What follows belongs to an exercise in optimizing a design on an open flow for small area and a short achievable clock period; a production flow would make more cautious choices.
At most, simulation tests tie the RTL to the original design; equivalence was not proved.
No functional check of the RTL was part of runs 2 to 5.
Power and IR drop assume default switching activity.

==> design.v <==
module rec_axis_packer #(
    parameter int COL        = 640,
    parameter int ROW        = 480,
    parameter int FIFO_DEPTH = 64
) (
    input  logic        clk,
    input  logic        rst,
    input  logic        recvalid,
    input  logic [7:0]  recpixel,
    input  logic        reclast,
    output logic [31:0] m_tdata,
    output logic        m_tvalid,
    input  logic        m_tready,
    output logic        m_tlast,
    output logic        m_tuser,
    output logic        overflow,
    output logic        frame_done,
    output logic        frame_err
);
    localparam int CW = $clog2(COL);
    localparam int RW = (ROW > 1) ? $clog2(ROW) : 1;
    localparam int AW = $clog2(FIFO_DEPTH);
    logic [CW-1:0] col;
    logic [RW-1:0] row;
    logic [23:0]   lanes;
    logic          pk_valid;
    logic [33:0]   mem [FIFO_DEPTH];
    logic [AW-1:0] wptr;
    logic [FIFO_DEPTH-1:0] roh;       
    logic [AW-1:0] cnt;               
    logic          int_empty;
    logic          int_full;
    logic [33:0]   rdata;
    logic          out_valid;
    logic [33:0]   out_word;
    logic          col_end;
    logic          row_end;
    logic          at_end;
    logic          early;
    logic          full;
    logic          rd;
    logic          commit;
    logic          out_free;
    logic          load;
    assign col_end   = (col == CW'(COL - 1));
    assign row_end   = (row == RW'(ROW - 1));
    assign at_end    = col_end && row_end;
    assign early     = reclast && !at_end;
    assign full      = out_valid && int_full;
    assign rd        = out_valid && m_tready;
    assign commit    = pk_valid && (!full || rd);
    assign out_free  = !out_valid || m_tready;
    assign load      = out_free && (!int_empty || pk_valid);
    always_ff @(posedge clk) begin
        if (rst) begin
            col        <= '0;
            row        <= '0;
            pk_valid   <= 1'b0;
            frame_done <= 1'b0;
            frame_err  <= 1'b0;
        end else begin
            pk_valid   <= recvalid && (col[1:0] == 2'd3) && !early;
            frame_done <= recvalid && reclast && at_end;
            frame_err  <= recvalid && (reclast != at_end);
            if (recvalid) begin
                if (early) begin
                    col <= '0;
                    row <= '0;
                end else if (col_end) begin
                    col <= '0;
                    row <= row_end ? '0 : row + 1'b1;
                end else begin
                    col <= col + 1'b1;
                end
            end
        end
    end
    always_ff @(posedge clk) begin
        if (col[1:0] == 2'd0) lanes[7:0]   <= recpixel;
        if (col[1:0] == 2'd1) lanes[15:8]  <= recpixel;
        if (col[1:0] == 2'd2) lanes[23:16] <= recpixel;
    end
    always_ff @(posedge clk) begin
        if (col[1:0] == 2'd3)
            mem[wptr] <= {(row == '0) && (col == CW'(3)), col_end,
                          recpixel, lanes};
    end
    always_comb begin
        rdata = '0;
        for (int i = 0; i < FIFO_DEPTH; i++)
            rdata = rdata | (mem[i] & {34{roh[i]}});
    end
    always_ff @(posedge clk) begin
        if (rst) begin
            wptr      <= '0;
            roh       <= FIFO_DEPTH'(1);
            cnt       <= '0;
            int_empty <= 1'b1;
            int_full  <= 1'b0;
            out_valid <= 1'b0;
            out_word  <= '0;
            overflow  <= 1'b0;
        end else begin
            if (commit)
                wptr <= wptr + 1'b1;
            if (load)
                roh <= {roh[FIFO_DEPTH-2:0], roh[FIFO_DEPTH-1]};
            if (commit && !load) begin
                cnt       <= cnt + 1'b1;
                int_empty <= 1'b0;
                int_full  <= (cnt == AW'(FIFO_DEPTH - 2));
            end else if (load && !commit) begin
                cnt       <= cnt - 1'b1;
                int_empty <= (cnt == AW'(1));
                int_full  <= 1'b0;
            end
            out_valid <= load || (out_valid && !m_tready);
            if (load)
                out_word <= rdata;
            else if (out_free)
                out_word <= '0;
            if (pk_valid && full && !rd)
                overflow <= 1'b1;
        end
    end
    assign m_tvalid = out_valid;
    assign {m_tuser, m_tlast, m_tdata} = out_word;
endmodule
==> run.sh <==
#!/bin/bash
# synth_recipe.tcl (not shown) runs the flow's synth.tcl, then flattens the netlist and writes it again
# the make line also repeats each setting of config.mk as NAME=value (left out here)
make -C /OpenROAD-flow-scripts/flow DESIGN_CONFIG=/design/flow/config.mk WORK_HOME=/design/flow/orfs CLKGATE_MAP_FILE= SYNTH_SCRIPT=/design/flow/synth_recipe.tcl finish
==> config.mk <==
export PLATFORM = sky130hd
export DESIGN_NAME = rec_axis_packer
export DESIGN_NICKNAME = rec_axis_packer
export VERILOG_FILES = /design/flow/design.v
export SDC_FILE = /design/flow/constraint.sdc
export NUM_CORES = 4
export LEC_CHECK = 0
export CAP_MARGIN = 20
export CORE_MARGIN = 2
export CORE_UTILIZATION = 60
export CTS_CLUSTER_DIAMETER = 100
export CTS_CLUSTER_SIZE = 30
export SETUP_SLACK_MARGIN = 3.0
export SLEW_MARGIN = 20
==> constraint.sdc <==
create_clock -name core_clock -period 5.5 [get_ports {clk}]
set_input_delay 1.1000 -clock core_clock [delete_from_list [all_inputs] [get_ports {clk}]]
set_output_delay 1.1000 -clock core_clock [all_outputs]
set_load 0.01 [all_outputs]
==> impl_metrics.tcl, run 1 <==
set metrics [dict create \
    status "no timing/DRC/antenna violations" \
    tightest_slew_ns 1.24 \
    hold_path_startpoint "roh[55]" \
    critical_path_required_ns 6.16 \
    syn2layout_area_growth_pct 11.8 \
    worstPathMaxFanout 16 \
    stdcell_count 6513 \
    fp-row-count 136 \
    power_leakage_nw 29.0 \
    synthDominantCellAreaShare_pct 79.3 \
    maxCapViolCount 0 \
    fin_crit_sh_pct 46.8 \
    viasPerCell 7.91 \
    cts_buffers 87 \
    fmax_mhz 389 \
    gr-total-overflow 0 \
    gp_congestion 0.904 \
    grt_pass1_vias 46600 \
    finalSetupTns_ns 0 \
    cts_sinks 2336 \
    synth_cell_type_count 45 \
    die_w_um 377 \
    synthArstFlopShare_pct 0 \
    slowest_delay_ns 0.61 \
    place_ws_ns 1.58 \
    reg2reg_depth 6 \
    dp_hpwl_mm 176 \
    port_buffers 50 \
    slew_viol_final 0 \
    post_drt_wl_per_cell_um 49.3 \
    cp_top_family "simple AND/OR/NAND/NOR gates" \
    crit_chain "buf_6 > a22o_1 > a221oi_2 > nand4_1 > or4_4 > a22o_1" \
    fin_total_pwr_mw 28.4 \
    synth_area_um2 83300 \
    vias 51500 \
    initial_utilization_pct 60.5 \
    layout_min_cycle_time_ns 2.57 \
    fp.dieArea_um2 142000 \
    finalWorstSetupSlack_ns 2.93 \
    cts_buffer_depth 3 \
    power_density_nw_per_um2 305 \
    coreArea_um2 138000 \
    drc 0 \
    hold_class "reg2reg" \
    cts-root-buf "clkbuf_16" \
    cts_tree "done" \
    layout_commonest_cell "edfxtp_1" \
    cp_num_buf_inv 1 \
    setup-violations-final 0 \
    yosys-top-cells-area "edfxtp_1 79%, a22o_1 6.1%, a221oi_1 5.7%, dfxtp_1 3.3%, nand4_1 1.1%" \
    clk_pin_slew_ns 0.12 \
    final_cell_mix "2200 x edfxtp_1, 578 x a22o_1, 476 x a221oi_1, 265 x buf_4, 146 x nand2_1" \
    synth_seq_area_share_pct 82.6 \
    syn-num-nets 4418 \
    syn_inst 4392 \
    cp.arrival_ns 3.24 \
    end_kind "register" \
    antenna_found_initial 19 \
    min_to "roh[56]" \
    utilization_pct 67.6 \
    grt_max_degree 68 \
    grt_usage_pct 45.1 \
    reg2reg_slack_ns 2.93 \
    io_pins 51 \
    holdPathStages 2 \
    maxSlewHeadroom_pct 17.5 \
    yosysWarnings 1 \
    synth-seq-cells 2336 \
    worstSetupPathType "reg2reg" \
    final_area_um2 93100 \
    clk-insertion-delay-late_ns 0.79 \
    whs_ns 0.472 \
    synth.avg_cell_area_um2 19.0 \
    ant_nets 0 \
    dpl_cell_area_um2 87300 \
    grt_pass1_wl_mm 419 \
    synth_top_area_cell "edfxtp_1" \
    dieHeight_um 377 \
    drive_above_1_share_pct 17.2 \
    ctsHoldBuffers 0 \
    peakVddDrop_mv 0.268 \
    htreeDepth 3 \
    synth_edf_count 2200 \
    hold_viol_final 0 \
    drt_iter0_markers 10400 \
    rsz0062_at_grt "yes" \
    cp_common_cell "a22o_1" \
    finalWirelength_mm 321 \
    fin_nets 4658 \
    synthFlopType "edfxtp_1" \
    place_inst 6140 \
    timing.rr.start "roh[3]" \
    clock_skew_ns 0.0353 \
    drt_first_pass_iters 5 \
    crit_slowest_cell "or4_4" \
    critPathLaunchType "register" \
    r2r-end "out_word[12]" \
]
==> power by group <==
part / switching [mW] / internal [mW] / total, mW / leakage, nW
registers: 0.0290 / 19.3 / 19.4 / 21.0
clock network: 5.27 / 3.18 / 8.45 / 1.21
logic: 0.439 / 0.124 / 0.564 / 6.79
==> layout make-up <==
class                      count  area, um^2
tap                         1794        2240
inverter                      10        45.0
sequential                  2336       69000
fill                        9064       44600
clock buffer                 157        2480
timing repair buffer         452        4740
clock inverter                 5        65.1
multi-input combinational   1745       14400
antenna                       14        35.0
==> logic make-up (layout without fill, tap and decap cells) <==
group | Yosys count | count (layout) | share of synthesized area, %
other cells | 0 | 14 | 0
mux | 2 | 2 | 0.0240
xor+xnor | 23 | 23 | 0.242
simple gates | 497 | 498 | 3.06
buf+inv | 312 | 624 | 1.49
compound gates | 1209 | 1209 | 12.4
fa+ha+maj | 13 | 13 | 0.195
flops | 2336 | 2336 | 82.6
==> sequential cells by signal, indices dropped and copies added (netlist names) <==
| signal | flops |
|---|---|
| cnt | 6 |
| col | 10 |
| frame_done | 1 |
| frame_err | 1 |
| int_empty | 1 |
| int_full | 1 |
| lanes | 24 |
| mem | 2176 |
| out_valid | 1 |
| out_word | 34 |
| overflow | 1 |
| pk_valid | 1 |
| roh | 64 |
| row | 9 |
| wptr | 6 |
==> worst min-delay path: cells and delay by family, from the launching register on <==
family / cells / cell delay, ns
flops: 1 / 0.35
compound gates: 1 / 0.05
simple gates: 1 / 0.05
==> worst max-delay path by stage <==
stage | from | to | slack, ns | depth (start not counted)
CTS | col[1] | mem[16][16] | 2.96 | 5
floorplan | col[1] | row[6] | 2.47 | 8
detailed placement | m_tready | out_word[29] | 1.58 | 8
global placement | m_tready | out_word[33] | 1.62 | 8
finish | roh[3] | out_word[12] | 2.93 | 6
global route | roh[3] | out_word[12] | 2.96 | 6
==> per-layer routing <==
layer  track usage, %  vias to the layer above  wire length [um]
met2             65.3                     4816            139000
met5                0                        -               122
met3             14.3                      983             51600
li1                 -                    19100                 -
met1             61.7                    26600            108000
met4             24.4                       18             22100
==> timing repair <==
action	4_1_cts	5_1_grt
gates cloned	1	0
setup buffers	159	37
setup endpoints to repair	2060	794
pin swaps	81	24
resized for setup	298	93
==> Yosys cell counts (2+ instances only) <==
cell and n:
xnor2_1 11, a221oi_1 545, nand2b_1 4, nand2_1 149
and3b_1 2, nor4_1 4, or3_1 3, and3_1 5
a21oi_1 74, and2_1 2, nand4_1 145, inv_1 10
and4_1 2, xor2_1 12, nand3b_1 3, nand3_1 16
edfxtp_1 2200, a31oi_1 3, buf_2 57, or4_1 37
nor2b_1 7, a22o_1 578, ha_1 13, clkbuf_1 202
o21bai_1 2, nor2_1 98, or3b_2 2, nor3_1 11
mux2i_1 2, dfxtp_1 136, buf_1 43
==> inputs of run 2 (changes only) <==
--- a/design.v
+++ b/design.v
@@ -21,2 +21,3 @@
     localparam int RW = (ROW > 1) ? $clog2(ROW) : 1;
+    localparam int SD = FIFO_DEPTH - 1;           
     localparam int AW = $clog2(FIFO_DEPTH);
@@ -26,11 +27,14 @@
     logic          pk_valid;
-    logic [33:0]   mem [FIFO_DEPTH];
-    logic [AW-1:0] wptr;
-    logic [FIFO_DEPTH-1:0] roh;       
-    logic [AW-1:0] cnt;               
+    logic [9:0]    pk_hi;                         
+    logic [33:0]   pk_word;
+    logic [33:0]   mem [SD];
+    logic [AW-1:0] wptr;                          
+    logic [SD-1:0] roh;                           
+    logic [AW-1:0] cnt;                           
     logic          int_empty;
     logic          int_full;
-    logic [33:0]   rdata;
     logic          out_valid;
     logic [33:0]   out_word;
+    logic [33:0]   rdata;
+    logic [33:0]   nxt;
     logic          col_end;
@@ -44,2 +48,4 @@
     logic          load;
+    logic          push;                          
+    logic          pop;                           
     assign col_end   = (col == CW'(COL - 1));
@@ -48,2 +54,3 @@
     assign early     = reclast && !at_end;
+    assign pk_word   = {pk_hi, lanes};
     assign full      = out_valid && int_full;
@@ -53,2 +60,4 @@
     assign load      = out_free && (!int_empty || pk_valid);
+    assign pop       = out_free && !int_empty;
+    assign push      = commit && !(out_free && int_empty);
     always_ff @(posedge clk) begin
@@ -81,7 +90,8 @@
         if (col[1:0] == 2'd2) lanes[23:16] <= recpixel;
+        if (col[1:0] == 2'd3)
+            pk_hi <= {(row == '0) && (col == CW'(3)), col_end, recpixel};
     end
     always_ff @(posedge clk) begin
-        if (col[1:0] == 2'd3)
-            mem[wptr] <= {(row == '0) && (col == CW'(3)), col_end,
-                          recpixel, lanes};
+        if (push)
+            mem[wptr] <= pk_word;
     end
@@ -89,5 +99,6 @@
         rdata = '0;
-        for (int i = 0; i < FIFO_DEPTH; i++)
+        for (int i = 0; i < SD; i++)
             rdata = rdata | (mem[i] & {34{roh[i]}});
     end
+    assign nxt = int_empty ? (pk_valid ? pk_word : '0) : rdata;
     always_ff @(posedge clk) begin
@@ -95,3 +106,3 @@
             wptr      <= '0;
-            roh       <= FIFO_DEPTH'(1);
+            roh       <= SD'(1);
             cnt       <= '0;
@@ -103,11 +114,11 @@
         end else begin
-            if (commit)
-                wptr <= wptr + 1'b1;
-            if (load)
-                roh <= {roh[FIFO_DEPTH-2:0], roh[FIFO_DEPTH-1]};
-            if (commit && !load) begin
+            if (push)
+                wptr <= (wptr == AW'(SD - 1)) ? '0 : wptr + 1'b1;
+            if (pop)
+                roh <= {roh[SD-2:0], roh[SD-1]};
+            if (push && !pop) begin
                 cnt       <= cnt + 1'b1;
                 int_empty <= 1'b0;
-                int_full  <= (cnt == AW'(FIFO_DEPTH - 2));
-            end else if (load && !commit) begin
+                int_full  <= (cnt == AW'(SD - 1));
+            end else if (pop && !push) begin
                 cnt       <= cnt - 1'b1;
@@ -117,6 +128,4 @@
             out_valid <= load || (out_valid && !m_tready);
-            if (load)
-                out_word <= rdata;
-            else if (out_free)
-                out_word <= '0;
+            if (out_free)
+                out_word <= nxt;
             if (pk_valid && full && !rd)
--- a/config.mk
+++ b/config.mk
@@ -7,8 +7,8 @@
 export LEC_CHECK = 0
-export CAP_MARGIN = 20
+export CAP_MARGIN = 5
 export CORE_MARGIN = 2
-export CORE_UTILIZATION = 60
+export CORE_UTILIZATION = 55
 export CTS_CLUSTER_DIAMETER = 100
-export CTS_CLUSTER_SIZE = 30
-export SETUP_SLACK_MARGIN = 3.0
-export SLEW_MARGIN = 20
+export CTS_CLUSTER_SIZE = 25
+export SETUP_SLACK_MARGIN = 2.8
+export SLEW_MARGIN = 5
==> run 2 against run 1 <==
Power grew 0.36%. Clock-buffer cell count fell by 2. Largest cell class unchanged. Via count is 2.7% higher. Sequential cell count is 25 lower.
==> impl_metrics.tcl, run 2 <==
set metrics [dict create \
    stdcell_count 6493 \
    dieHeight_um 391 \
    gp_congestion 0.881 \
    drt_first_pass_iters 10 \
    synth_seq_area_share_pct 82.7 \
    synthDominantCellAreaShare_pct 79.4 \
    port_buffers 50 \
    io_pins 51 \
    dp_hpwl_mm 181 \
    cts_buffer_depth 3 \
    final_cell_mix "2176 x edfxtp_1, 510 x a22o_1, 493 x a221oi_1, 182 x buf_4, 151 x nand4_1" \
    clock_skew_ns 0.0442 \
    synth-seq-cells 2311 \
    netSwitchingFraction_pct 20.4 \
    fmax_mhz 358 \
    power_density_nw_per_um2 312 \
    synth.avg_cell_area_um2 18.9 \
    clk-insertion-delay-late_ns 0.77 \
    drive_above_1_share_pct 13.2 \
    tightest_slew_ns 1.16 \
    ant_nets 0 \
    reg_top3 "mem x2142, roh x63, out_word x34" \
    p_switching_mw 5.81 \
    slew_viol_final 0 \
    critical_path_required_ns 6.10 \
    worstSetupPathType "reg2reg" \
    gr-total-overflow 0 \
    antenna_found_initial 21 \
    grt_usage_pct 44.3 \
    peakVddDrop_mv 0.299 \
    grt_max_degree 70 \
    finalWorstSetupSlack_ns 2.70 \
    timing.rr.start "roh[55]" \
    htreeDepth 3 \
    coreArea_um2 148000 \
    power_frac_seq_pct 67.1 \
    fin_nets 4524 \
    clk_pin_slew_ns 0.10 \
    grt_pass1_vias 47600 \
    rsz0062_at_grt "yes" \
    finalSetupTns_ns 0 \
    layout_commonest_cell "edfxtp_1" \
    yosys-top-cells-area "edfxtp_1 79%, a221oi_1 5.4%, a22o_1 5.4%, dfxtp_1 3.3%, clkbuf_1 1.2%" \
    cts_buffers 102 \
    cts_sinks 2311 \
    setup-violations-final 0 \
    maxSlewHeadroom_pct 22.6 \
    post_drt_wl_per_cell_um 52.4 \
    yosysWarnings 1 \
    status "no timing/DRC/antenna violations" \
    finalWirelength_mm 340 \
    die_w_um 391 \
    clkPwrFrac_pct 31.0 \
    reg2reg_depth 6 \
    synthArstFlopShare_pct 0 \
    regMostFlops "mem" \
    ctsHoldBuffers 0 \
    place_ws_ns 1.14 \
    synth_top_area_cell "edfxtp_1" \
    fp.dieArea_um2 153000 \
    initial_utilization_pct 55.5 \
    synth_edf_count 2176 \
    largest_reg_flops 2142 \
    end_kind "register" \
    drt_iter0_markers 12700 \
    drc 0 \
    power_leakage_nw 28.1 \
    comb_power_share_pct 1.9 \
    cp.arrival_ns 3.40 \
    hold_viol_final 0 \
    fp-row-count 141 \
    cts-root-buf "clkbuf_16" \
    intPower_mw 22.7 \
    syn-num-nets 4389 \
    critPathLaunchType "register" \
    cts_tree "done" \
    synth_common_cells "2176 x edfxtp_1, 511 x a221oi_1, 510 x a22o_1" \
    final-seq-area_um2 68300 \
    hold_path_startpoint "roh[41]" \
    fin_crit_sh_pct 50.9 \
    worstPathMaxFanout 24 \
    viasPerCell 8.15 \
    grt_pass1_wl_mm 443 \
    maxCapViolCount 0 \
    synthFlopType "edfxtp_1" \
    place_inst 6257 \
    synth_area_um2 82300 \
    synth_most_common_cell "edfxtp_1" \
    holdPathStages 2 \
    multi_input_area_um2 14100 \
    vias 52900 \
    synth_cell_type_count 49 \
    hold_class "reg2reg" \
    nFillCells 10500 \
    crit_path_start "roh[55]" \
    syn_inst 4362 \
    syn2layout_area_growth_pct 10.9 \
    layout_min_cycle_time_ns 2.80 \
]
run 2: kinds of logic (layout without fill, tap and decap cells):
| group | after synthesis | count (layout) | synth area share, % |
|---|---|---|---|
| AO/OA/AOI/OAI | 1216 | 1216 | 12.5 |
| multiplexers | 1 | 1 | 0.0122 |
| other | 0 | 13 | 0 |
| XOR/XNOR | 21 | 21 | 0.223 |
| buffers and inverters | 319 | 507 | 1.46 |
| AND/OR/NAND/NOR | 480 | 480 | 2.92 |
| adder cells (fa/ha/maj) | 14 | 14 | 0.213 |
| flip-flops | 2311 | 2311 | 82.7 |
run 2: final cells by class:
cell class	count	area share, %
well taps	1930	2.65
clock buffers	155	3.01
inverters	14	0.0631
repair buffers	336	3.96
flip-flops and latches	2311	74.8
clock inverters	2	0.0356
diodes	13	0.0356
multi-input cells	1732	15.5
run 2: repair_timing:
| action | in CTS | in global routing |
|---|---|---|
| setup endpoints to repair | 1788 | 379 |
| gates resized for setup | 155 | 49 |
| pin swaps | 31 | 19 |
| gates cloned | 4 | 0 |
| buffers inserted | 47 | 15 |
run 2: path summary, 6_finish.rpt:
check                 endpoint  slack [ns]
hold reg to reg        roh[42]        0.48
setup / recovery  out_word[12]        2.70
setup reg to reg  out_word[12]        2.70
hold / removal         roh[42]        0.48
run 2: routing by layer:
metal / up-vias / share of wire [%] / global-route usage, %
met3: 1056 / 18 / 15.1
met4: 16 / 6.4 / 22.9
met5: - / 0.035 / 0
li1: 18800 / - / -
met2: 5907 / 42 / 62.7
met1: 27100 / 33 / 61.2
run 2: worst max-delay path, cell delays in order (launching register included):
cell and delay (ns):
dfxtp_4 0.58, buf_4 0.35, a22o_1 0.24, a221oi_1 0.60
nand4_1 0.17, nor4_1 0.52, o22ai_1 0.18
run 2: power by group through the flow:
stage | Combinational (mW) | Clock (mW) | Sequential, mW
final | 0.544 | 8.83 | 19.1
after global routing | 0.556 | 9.29 | 19.1
after CTS | 0.520 | 8.74 | 19.1
after detailed placement | 0.507 | 0 | 19.5
after global placement | 0.502 | 0 | 19.5
after floorplan | 0.180 | 0 | 19.6
run 2: stage by stage:
stage	cell area [um^2]	power, mW	hold slack, ns	util, %
after global routing	91200	29.0	0.494	61.6
after CTS	90900	28.4	0.477	61.3
after detailed placement	86900	20.0	0.462	58.6
after global placement	86900	20.0	0.451	58.6
final	91300	28.5	0.478	61.6
after floorplan	82800	19.8	0.473	-
==> inputs of run 3 (changes only) <==
--- a/config.mk
+++ b/config.mk
@@ -7,8 +7,8 @@
 export LEC_CHECK = 0
-export CAP_MARGIN = 5
+export CAP_MARGIN = 20
 export CORE_MARGIN = 2
-export CORE_UTILIZATION = 55
+export CORE_UTILIZATION = 60
 export CTS_CLUSTER_DIAMETER = 100
 export CTS_CLUSTER_SIZE = 25
-export SETUP_SLACK_MARGIN = 2.8
-export SLEW_MARGIN = 5
+export SETUP_SLACK_MARGIN = 3.0
+export SLEW_MARGIN = 20
==> run 3 against run 2 <==
Area after synthesis did not move. Sequential cell count did not move. Combinational power rose by 3.9%. First-iteration DRC count rose by 2.0%. Global-route usage rose by 5.3 points. Final area rose by 1.8%. Clock skew fell by 0.015 ns. Via count rose by 1.7%.
==> impl_metrics.tcl, run 3 <==
set metrics [dict create \
    status "no timing/DRC/antenna violations" \
    synthArstFlopShare_pct 0 \
    yosys-top-cells-area "edfxtp_1 79%, a221oi_1 5.4%, a22o_1 5.4%, dfxtp_1 3.3%, clkbuf_1 1.2%" \
    met1_length_mm 112 \
    io_pins 51 \
    largest_reg_flops 2142 \
    setup-violations-final 0 \
    fp.dieArea_um2 140000 \
    power_leakage_nw 28.9 \
    vias 53800 \
    grt_pass1_wl_mm 453 \
    worstPathMaxFanout 21 \
    dp_hpwl_mm 193 \
    critical_path_required_ns 6.13 \
    die_w_um 374 \
    synthMuxAreaShare_pct 0.0122 \
    layout_min_cycle_time_ns 2.62 \
    syn-num-nets 4389 \
    end_kind "register" \
    fin_nets 4640 \
    drc 0 \
    layout_commonest_cell "edfxtp_1" \
    grt_pass1_vias 48600 \
    drt_first_pass_iters 6 \
    clk-insertion-delay-late_ns 0.79 \
    synthFlopType "edfxtp_1" \
    cts_sinks 2311 \
    clk_pin_slew_ns 0.11 \
    hold_viol_final 0 \
    coreArea_um2 136000 \
    power_density_nw_per_um2 310 \
    cts_buffer_depth 3 \
    top_layer_used "met5" \
    cts-root-buf "clkbuf_16" \
    hold_class "reg2reg" \
    cts_buffers 102 \
    whs_ns 0.490 \
    reg_top3 "mem x2142, roh x63, out_word x34" \
    fp-row-count 135 \
    maxCapViolCount 0 \
    gp_congestion 0.923 \
    htreeDepth 3 \
    port_buffers 50 \
    ctsHoldBuffers 0 \
    synth.avg_cell_area_um2 18.9 \
    worstSetupPathType "reg2reg" \
    synth_compound_area_share_pct 12.5 \
    synth_most_common_cell "edfxtp_1" \
    peakVddDrop_mv 0.268 \
    grt_usage_pct 49.6 \
    rsz0062_at_grt "yes" \
    viasPerCell 8.27 \
    synth_top_area_cell "edfxtp_1" \
    synthAdderAreaFrac_pct 0.213 \
    synth_cell_type_count 49 \
    tightest_slew_ns 1.18 \
    synth-seq-cells 2311 \
    yosysWarnings 1 \
    cp.arrival_ns 3.25 \
    synth_seq_area_share_pct 82.7 \
    post_drt_wl_per_cell_um 53.9 \
    synthDominantCellAreaShare_pct 79.4 \
    grt_max_degree 65 \
    gr-total-overflow 0 \
    synth_top_family_by_area "compound AO/OA/AOI/OAI gates" \
    ant_nets 0 \
    synth_xor_area_share_pct 0.223 \
    clock_skew_ns 0.0293 \
    syn_inst 4362 \
    synth_common_cells "2176 x edfxtp_1, 511 x a221oi_1, 510 x a22o_1" \
    final_cell_mix "2176 x edfxtp_1, 510 x a22o_1, 463 x a221oi_1, 251 x buf_4, 151 x nand4_1" \
    syn2layout_area_growth_pct 12.9 \
    dr_wl_met2_mm 147 \
    antenna_found_initial 15 \
    critPathLaunchType "register" \
    met3_wirelength_mm 64.2 \
    finalSetupTns_ns 0 \
    maxSlewHeadroom_pct 21.5 \
    finalWirelength_mm 350 \
    yosys.area_share.simple_pct 2.92 \
    fin_crit_sh_pct 47.6 \
    slew_viol_final 0 \
    regMostFlops "mem" \
    drt_iter0_markers 12900 \
    synth_area_um2 82300 \
    fmax_mhz 382 \
    dieHeight_um 374 \
    initial_utilization_pct 60.6 \
    cts_tree "done" \
    synth_edf_count 2176 \
    drive_above_1_share_pct 17.1 \
]
-- run 3: cell counts after synthesis --
Identical to the previous run, type by type.
-- run 3: layer usage --
layer  vias up  global-route usage (%)
met5         -                    1.54
met4        25                    29.3
met3      1302                    19.8
met2      6225                    69.4
met1     27200                    65.9
li1      19100                       -
-- run 3: final timing paths --
path,startpoint,to,slack (ns),cells after the start
worst min-delay path,roh[28],roh[28],0.49,2
worst min register to register,roh[28],roh[28],0.49,2
worst max register to register,roh[8],out_word[23],2.88,6
worst max-delay path,roh[8],out_word[23],2.88,6
-- run 3: cell families after synthesis --
kind of cell / count (synthesis)
fa+ha+maj: 14
mux: 1
compound gates: 1216
flops: 2311
buf+inv: 319
xor+xnor: 21
simple gates: 480
-- run 3: final cells by class --
class                   instances  area, um^2
diodes                         18        45.0
clock buffers                 190        2990
clock inverters                 3        45.0
fillers                      8856       42800
inverters                      14        60.1
multi-input cells            1732       14400
flip-flops and latches       2311       68300
well taps                    1781        2230
repair buffers                452        4910
-- run 3: through the flow --
step / area [um^2] / setup slack (ns) / instances / total power [mW] / util (%)
finish: 93000 / 2.88 / 6501 / 28.8 / 68.5
global route: 92900 / 2.99 / 6483 / 29.3 / 68.4
CTS: 92300 / 3.00 / 6440 / 28.7 / 68.0
detailed placement: 87000 / 0.975 / 6135 / 20.0 / 64.0
global placement: 87000 / 0.995 / 6135 / 20.0 / 64.0
floorplan: 82800 / 2.17 / 4362 / 19.8 / -
-- run 3: timing repair --
| item | 4_1_cts | 5_1_grt |
|---|---|---|
| cloned | 5 | 0 |
| resized for setup | 310 | 81 |
| buffers inserted | 107 | 43 |
| endpoints found under the setup margin | 2290 | 397 |
| pin swaps | 50 | 23 |
-- run 3: where the power goes --
group	total, mW	switching, mW	internal (mW)
logic	0.565	0.433	0.132
clock network	9.14	5.42	3.72
registers	19.1	0.0422	19.1
total	28.8	5.90	22.9
-- run 3: worst max-delay path, stage by stage, from the launching register on --
cell and delay [ns]:
dfxtp_4 0.54, buf_8 0.31, a22o_1 0.29, a221oi_4 0.42, nand4_1 0.31, nor4_4 0.44
o22ai_1 0.14
==> inputs of run 4 (changes only) <==
--- a/config.mk
+++ b/config.mk
@@ -7,2 +7,3 @@
 export LEC_CHECK = 0
+export ABC_AREA = 1
 export CAP_MARGIN = 20
@@ -11,3 +12,3 @@
 export CTS_CLUSTER_DIAMETER = 100
-export CTS_CLUSTER_SIZE = 25
+export CTS_CLUSTER_SIZE = 28
 export SETUP_SLACK_MARGIN = 3.0
==> run 4 against run 3 <==
Still clean on timing, DRC and antenna. Die area is 7.8% higher. Clock skew is 0.013 ns higher. First-iteration DRC count is 5.1% lower. Sequential cell count stayed put. Power is 11% higher. Clock-buffer cell count is 51 lower. Clock power is 5.6% lower.
==> impl_metrics.tcl, run 4 <==
set metrics [dict create \
    finalWirelength_mm 353 \
    dieHeight_um 389 \
    antenna_found_initial 20 \
    grt_pass1_vias 55900 \
    regMostFlops "mem" \
    drt_first_pass_iters 6 \
    gr-total-overflow 0 \
    power_frac_seq_pct 61.3 \
    cts_sinks 2311 \
    crit_slowest_cell "dfxtp_2" \
    synth_seq_area_share_pct 76.6 \
    htreeDepth 3 \
    synth_xor_area_share_pct 0.0592 \
    layout_commonest_cell "nand2_1" \
    maxSlewHeadroom_pct 15.3 \
    clkPwrFrac_pct 27.0 \
    synth-seq-cells 2311 \
    synth_top_family_by_area "simple AND/OR/NAND/NOR gates" \
    hold_viol_final 0 \
    grt_busiest_layer "met2" \
    final_area_um2 97300 \
    dp_hpwl_mm 207 \
    layout_min_cycle_time_ns 2.60 \
    synthAdderAreaFrac_pct 0.197 \
    synth_area_um2 88800 \
    synth_cell_type_count 31 \
    synthMuxAreaShare_pct 0 \
    dpl_cell_area_um2 92900 \
    gr-usage-met1_pct 63.6 \
    p_switching_mw 8.71 \
    io_pins 51 \
    cp.arrival_ns 3.28 \
    tightest_slew_ns 1.27 \
    synth_top_area_cell "edfxtp_1" \
    vias 61700 \
    netSwitchingFraction_pct 27.2 \
    grt_usage_pct 46.4 \
    hold_class "reg2reg" \
    crit_chain "buf_4 > nand2_1 > nand2_1 > nor2_1 > nand2_1 > nor2_1 > nand2_1 > o21ai_0 > a21oi_1" \
    yosysWarnings 1 \
    drc 0 \
    whs_ns 0.457 \
    fp-row-count 141 \
    grt_pass1_wl_mm 467 \
    syn2layout_area_growth_pct 9.59 \
    initial_utilization_pct 60.3 \
    drive_above_1_share_pct 8.10 \
    drt_iter0_markers 12300 \
    critical_path_required_ns 6.18 \
    gp_congestion 0.935 \
    fin_nets 7767 \
    yosys.area_share.simple_pct 19.9 \
    cts_buffer_depth 3 \
    rsz0062_at_grt "yes" \
    comb_power_share_pct 11.7 \
    synth_most_common_cell "nand2_1" \
    die_w_um 389 \
    ctsHoldBuffers 0 \
    use_met2_pct 65.7 \
    grt_max_degree 66 \
    worstPathMaxFanout 24 \
    utilization_pct 66.0 \
    setup-violations-final 0 \
    syn_inst 7578 \
    fmax_mhz 385 \
    synth.avg_cell_area_um2 11.7 \
    cts_buffers 92 \
    clk_pin_slew_ns 0.11 \
    finalWorstSetupSlack_ns 2.90 \
    place_ws_ns 1.03 \
    critPathLaunchType "register" \
    clk-insertion-delay-late_ns 0.79 \
    syn-num-nets 7605 \
    cts_tree "done" \
    viasPerCell 6.35 \
    synth_compound_area_share_pct 0.992 \
    peakVddDrop_mv 0.280 \
    reg_top3 "mem x2142, roh x63, out_word x34" \
    synth_edf_count 2176 \
    maxCapViolCount 0 \
    synth_common_cells "3663 x nand2_1, 2176 x edfxtp_1, 908 x nor2_1" \
    synthDominantCellAreaShare_pct 73.6 \
    synthFlopType "edfxtp_1" \
    slew_viol_final 0 \
    power_leakage_nw 37.2 \
    intPower_mw 23.3 \
    power_density_nw_per_um2 329 \
    coreArea_um2 147000 \
    clock_skew_ns 0.0424 \
    cts-root-buf "clkbuf_16" \
    final_cell_mix "3661 x nand2_1, 2176 x edfxtp_1, 830 x nor2_1, 187 x buf_4, 115 x inv_1" \
    cp_common_cell "nand2_1" \
    fin_crit_sh_pct 47.3 \
    end_kind "register" \
    finalSetupTns_ns 0 \
    post_drt_wl_per_cell_um 36.4 \
    synthArstFlopShare_pct 0 \
    worstSetupPathType "reg2reg" \
    gr-usage-met3_pct 16.5 \
    slowest_delay_ns 0.71 \
    ant_nets 0 \
    fp.dieArea_um2 151000 \
    port_buffers 50 \
    status "no timing/DRC/antenna violations" \
    yosys-top-cells-area "edfxtp_1 74%, nand2_1 15%, nor2_1 3.8%, dfxtp_1 3.0%, buf_2 1.5%" \
    largest_reg_flops 2142 \
]
-- run 4: area by class of cell --
cell class / count / area (um^2)
fillers: 11200 / 50000
multi-input cells: 4853 / 19400
flip-flops and latches: 2311 / 68200
inverters: 120 / 453
repair buffers: 362 / 4170
diodes: 4 / 10.0
clock buffers: 139 / 2560
clock inverters: 4 / 65.1
well taps: 1930 / 2410
-- run 4: worst paths after layout --
kind	depth (start not counted)	from	slack, ns	end
hold reg to reg	0	pk_hi[9]	0.46	mem[6][33]
setup reg to reg	9	roh[41]	2.90	out_word[8]
setup / recovery	9	roh[41]	2.90	out_word[8]
hold / removal	0	pk_hi[9]	0.46	mem[6][33]
-- run 4: critical path, delay by kind of cell (launching register included) --
kind                   cells  cell delay [ns]
and+or+nand+nor            6             0.68
buffers and inverters      1             0.65
DFF                        1             0.71
AOI/OAI and AO/OA          2             0.39
-- run 4: kinds of logic (layout without fill, tap and decap cells) --
| group | Yosys count | count (layout) |
|---|---|---|
| buffers and inverters | 415 | 625 |
| and+or+nand+nor | 4661 | 4662 |
| xor gates and xnor gates | 6 | 6 |
| AOI/OAI and AO/OA | 171 | 171 |
| DFF | 2311 | 2311 |
| other | 0 | 4 |
| adders and majority gates | 14 | 14 |
-- run 4: stage by stage --
stage | std cells | power, mW
after global placement | 9482 | 23.5
after detailed placement | 9482 | 23.5
after global routing | 9719 | 32.5
final | 9723 | 32.0
after CTS | 9703 | 31.7
after floorplan | 7578 | 21.5
-- run 4: layer usage --
metal / up-vias / share of wire [%]
met5: - / 0.043
met4: 22 / 6.6
met3: 1022 / 18
met2: 5957 / 42
met1: 29500 / 34
li1: 25300 / -
-- run 4: power groups by stage --
stage | clock network (mW) | registers [mW] | logic [mW]
final | 8.63 | 19.6 | 3.76
after global routing | 9.06 | 19.6 | 3.86
after CTS | 8.55 | 19.6 | 3.54
after detailed placement | 0 | 20.0 | 3.53
after global placement | 0 | 20.0 | 3.51
after floorplan | 0 | 19.7 | 1.82
-- run 4: timing repair --
action	in CTS	in global routing
hold endpoints to repair	0	0
endpoints found under the setup margin	2282	950
gates resized for setup	244	38
pin swaps	31	4
gates cloned	14	6
setup buffers	64	10
==> inputs of run 5 (changes only) <==
--- a/config.mk
+++ b/config.mk
@@ -7,3 +7,2 @@
 export LEC_CHECK = 0
-export ABC_AREA = 1
 export CAP_MARGIN = 20
==> run 5 against run 4 <==
Still clean on timing, DRC and antenna. Setup slack worse by 0.019 ns. Power is 11% lower. Hold slack better by 0.030 ns. Fmax is 0.71% lower. Sequential share of layout area is 3.8 points higher. Clock skew is 0.015 ns lower. Highest routed layer unchanged.
==> impl_metrics.tcl, run 5 <==
set metrics [dict create \
    clkPwrFrac_pct 30.6 \
    power_density_nw_per_um2 307 \
    ant_nets 0 \
    htreeDepth 3 \
    dpl_cell_area_um2 87000 \
    critPathLaunchType "register" \
    drt_first_pass_iters 8 \
    peakVddDrop_mv 0.275 \
    critical_path_required_ns 6.14 \
    synthFlopType "edfxtp_1" \
    tightest_slew_ns 1.22 \
    maxSlewHeadroom_pct 18.9 \
    nFillCells 8926 \
    synth_top_family_by_area "compound AO/OA/AOI/OAI gates" \
    cts_buffer_depth 3 \
    crit_chain "buf_8 > a22o_1 > a221oi_1 > nand4_1 > nor4_4 > o22ai_1" \
    yosys-top-cells-area "edfxtp_1 79%, a221oi_1 5.4%, a22o_1 5.4%, dfxtp_1 3.3%, clkbuf_1 1.2%" \
    die_w_um 374 \
    whs_ns 0.488 \
    cts-root-buf "clkbuf_16" \
    regMostFlops "mem" \
    maxCapViolCount 0 \
    synth_most_common_cell "edfxtp_1" \
    synth_compound_area_share_pct 12.5 \
    synthMuxAreaShare_pct 0.0122 \
    crit_slowest_cell "dfxtp_4" \
    status "no timing/DRC/antenna violations" \
    dp_hpwl_mm 193 \
    grt_max_degree 65 \
    synth_cell_type_count 49 \
    grt_usage_pct 49.9 \
    synthArstFlopShare_pct 0 \
    slowest_delay_ns 0.53 \
    netSwitchingFraction_pct 20.6 \
    synth_seq_area_share_pct 82.7 \
    cts_sinks 2311 \
    syn-num-nets 4389 \
    gr-total-overflow 0 \
    finalSetupTns_ns 0 \
    synth-seq-cells 2311 \
    slew_viol_final 0 \
    synth_top_area_cell "edfxtp_1" \
    end_kind "register" \
    grt_pass1_vias 48300 \
    power_frac_seq_pct 67.4 \
    setup-violations-final 0 \
    hold_viol_final 0 \
    dieHeight_um 374 \
    synthAdderAreaFrac_pct 0.213 \
    fin_crit_sh_pct 47.6 \
    synth_edf_count 2176 \
    yosys.area_share.simple_pct 2.92 \
    clk-insertion-delay-late_ns 0.79 \
    clk_pin_slew_ns 0.11 \
    post_drt_wl_per_cell_um 54.4 \
    cts_buffers 92 \
    grt_pass1_wl_mm 454 \
    final-seq-area_um2 68300 \
    drt_iter0_markers 13200 \
    drc 0 \
    multi_input_area_um2 14400 \
    power_leakage_nw 28.7 \
    p_switching_mw 5.83 \
    vias 53800 \
    ctsHoldBuffers 0 \
    comb_power_share_pct 2.0 \
    utilization_pct 68.0 \
    worstPathMaxFanout 20 \
    drive_above_1_share_pct 17.1 \
    antenna_found_initial 20 \
    fin_nets 4621 \
    cp_num_buf_inv 1 \
    syn2layout_area_growth_pct 12.3 \
    viasPerCell 8.32 \
    gp_congestion 0.923 \
    finalWirelength_mm 352 \
    reg_top3 "mem x2142, roh x63, out_word x34" \
    synth_area_um2 82300 \
    final_cell_mix "2176 x edfxtp_1, 510 x a22o_1, 456 x a221oi_1, 248 x buf_4, 151 x nand4_1" \
    io_pins 51 \
    synth.avg_cell_area_um2 18.9 \
    layout_min_cycle_time_ns 2.62 \
    place_ws_ns 0.975 \
    worstSetupPathType "reg2reg" \
    synthDominantCellAreaShare_pct 79.4 \
    yosysWarnings 1 \
    largest_reg_flops 2142 \
    final_area_um2 92400 \
    intPower_mw 22.5 \
    cp.arrival_ns 3.26 \
    port_buffers 50 \
    finalWorstSetupSlack_ns 2.88 \
    synth_xor_area_share_pct 0.223 \
    hold_class "reg2reg" \
    coreArea_um2 136000 \
    layout_commonest_cell "edfxtp_1" \
    synth_common_cells "2176 x edfxtp_1, 511 x a221oi_1, 510 x a22o_1" \
    syn_inst 4362 \
    fp.dieArea_um2 140000 \
    clock_skew_ns 0.0270 \
    cts_tree "done" \
    fmax_mhz 382 \
    rsz0062_at_grt "yes" \
    cp_top_family "simple AND/OR/NAND/NOR gates" \
    initial_utilization_pct 60.6 \
    fp-row-count 135 \
]
run 5: cell types whose count changed in the layout (fill, tap and decap cells not counted), sizes merged, moves of 105 or more:
cell / change
nand2: -3526
nor2: -814
a221oi: +511
a22o: +510
nand4: +136
o21ai: -105
run 5: layout make-up:
cell class	instances	area share, %
Multi-Input combinational cell	1732	15.6
Sequential cell	2311	73.9
Tap cell	1781	2.41
Clock inverter	7	0.0745
Clock buffer	166	2.84
Inverter	14	0.0623
Timing Repair Buffer	443	5.06
Antenna cell	15	0.0406
run 5: per-layer routing:
metal,up-vias,share of wire (%),GRT usage [%]
met3,1292,19,20.0
met5,-,0.054,0
met2,6120,42,69.1
li1,19000,-,-
met1,27400,32,66.5
met4,24,7.7,30.4
run 5: cells by family (layout without fill, tap and decap cells):
group,count (synthesis),in the layout
DFF,2311,2311
AOI/OAI and AO/OA,1216,1216
and+or+nand+nor,480,480
buffers and inverters,319,630
xor gates and xnor gates,21,21
adders and majority gates,14,14
muxes,1,1
other,0,15
run 5: timing repair:
action	in CTS	in global routing
pin swaps	55	20
setup endpoints to repair	2290	435
gates cloned	4	1
gates resized for setup	295	94
setup buffers	113	28
run 5: final timing paths:
kind            from      endpoint  slack [ns]  depth (start not counted)
max reg2reg   roh[2]  out_word[16]        2.88                          6
min          roh[28]       roh[28]        0.49                          2
min reg2reg  roh[28]       roh[28]        0.49                          2
max           roh[2]  out_word[16]        2.88                          6
run 5: power groups by stage:
stage	Clock, mW	Sequential, mW	Combinational [mW]
after floorplan	0	19.6	0.180
after global placement	0	19.5	0.508
after detailed placement	0	19.5	0.512
after CTS	8.52	19.1	0.531
after global routing	9.10	19.1	0.571
final	8.66	19.1	0.565
run 5: through the flow:
step           instances  power (mW)
6_report            6469        28.3
5_1_grt             6457        28.8
4_1_cts             6425        28.2
3_5_place_dp        6135        20.0
3_3_place_gp        6135        20.0
2_1_floorplan       4362        19.8
run 5: worst register-to-register path, stage by stage, from the launching register on:
cell	delay [ns]
dfxtp_4	0.53
buf_8	0.31
a22o_1	0.29
a221oi_1	0.26
nand4_1	0.46
nor4_4	0.49
o22ai_1	0.14

[static timing again, ports no longer ideal]
No port has a modelled driver above. Below, the same layouts with a new extraction and two added sets of constraints.
Step 1 (the two cells are an assumption about what drives the block):
set clk [get_ports {clk}]
set_driving_cell -lib_cell sky130_fd_sc_hd__clkbuf_16 $clk
set_driving_cell -lib_cell sky130_fd_sc_hd__buf_2 [delete_from_list [all_inputs] $clk]
Step 2 times the ports against the registers' clock, not the clock port: input delays grow and output delays shrink by t, the midpoint of the rising clock arrivals with the driver on.
Three values: ideal ports, drivers, drivers and shift; two values: the first two.
| run | t (ns) | setup slack, ns | hold slack, ns |
|---|---|---|---|
| run 1 | 0.859 | 2.927 / 2.927 / 2.322 | 0.472 / 0.472 / 0.472 |
| run 2 | 0.836 | 2.703 / 2.703 / 2.033 | 0.478 / 0.478 / 0.478 |
| run 3 | 0.861 | 2.880 / 2.880 / 2.106 | 0.490 / 0.490 / 0.490 |
| run 4 | 0.851 | 2.900 / 2.900 / 2.226 | 0.457 / 0.457 / 0.457 |
| run 5 | 0.860 | 2.881 / 2.881 / 2.136 | 0.488 / 0.488 / 0.488 |
After both steps every run listed still meets setup and hold. The setup slack of run 3, which loses most, moves by 0.000 ns with the drivers and by -0.774 ns with both steps.
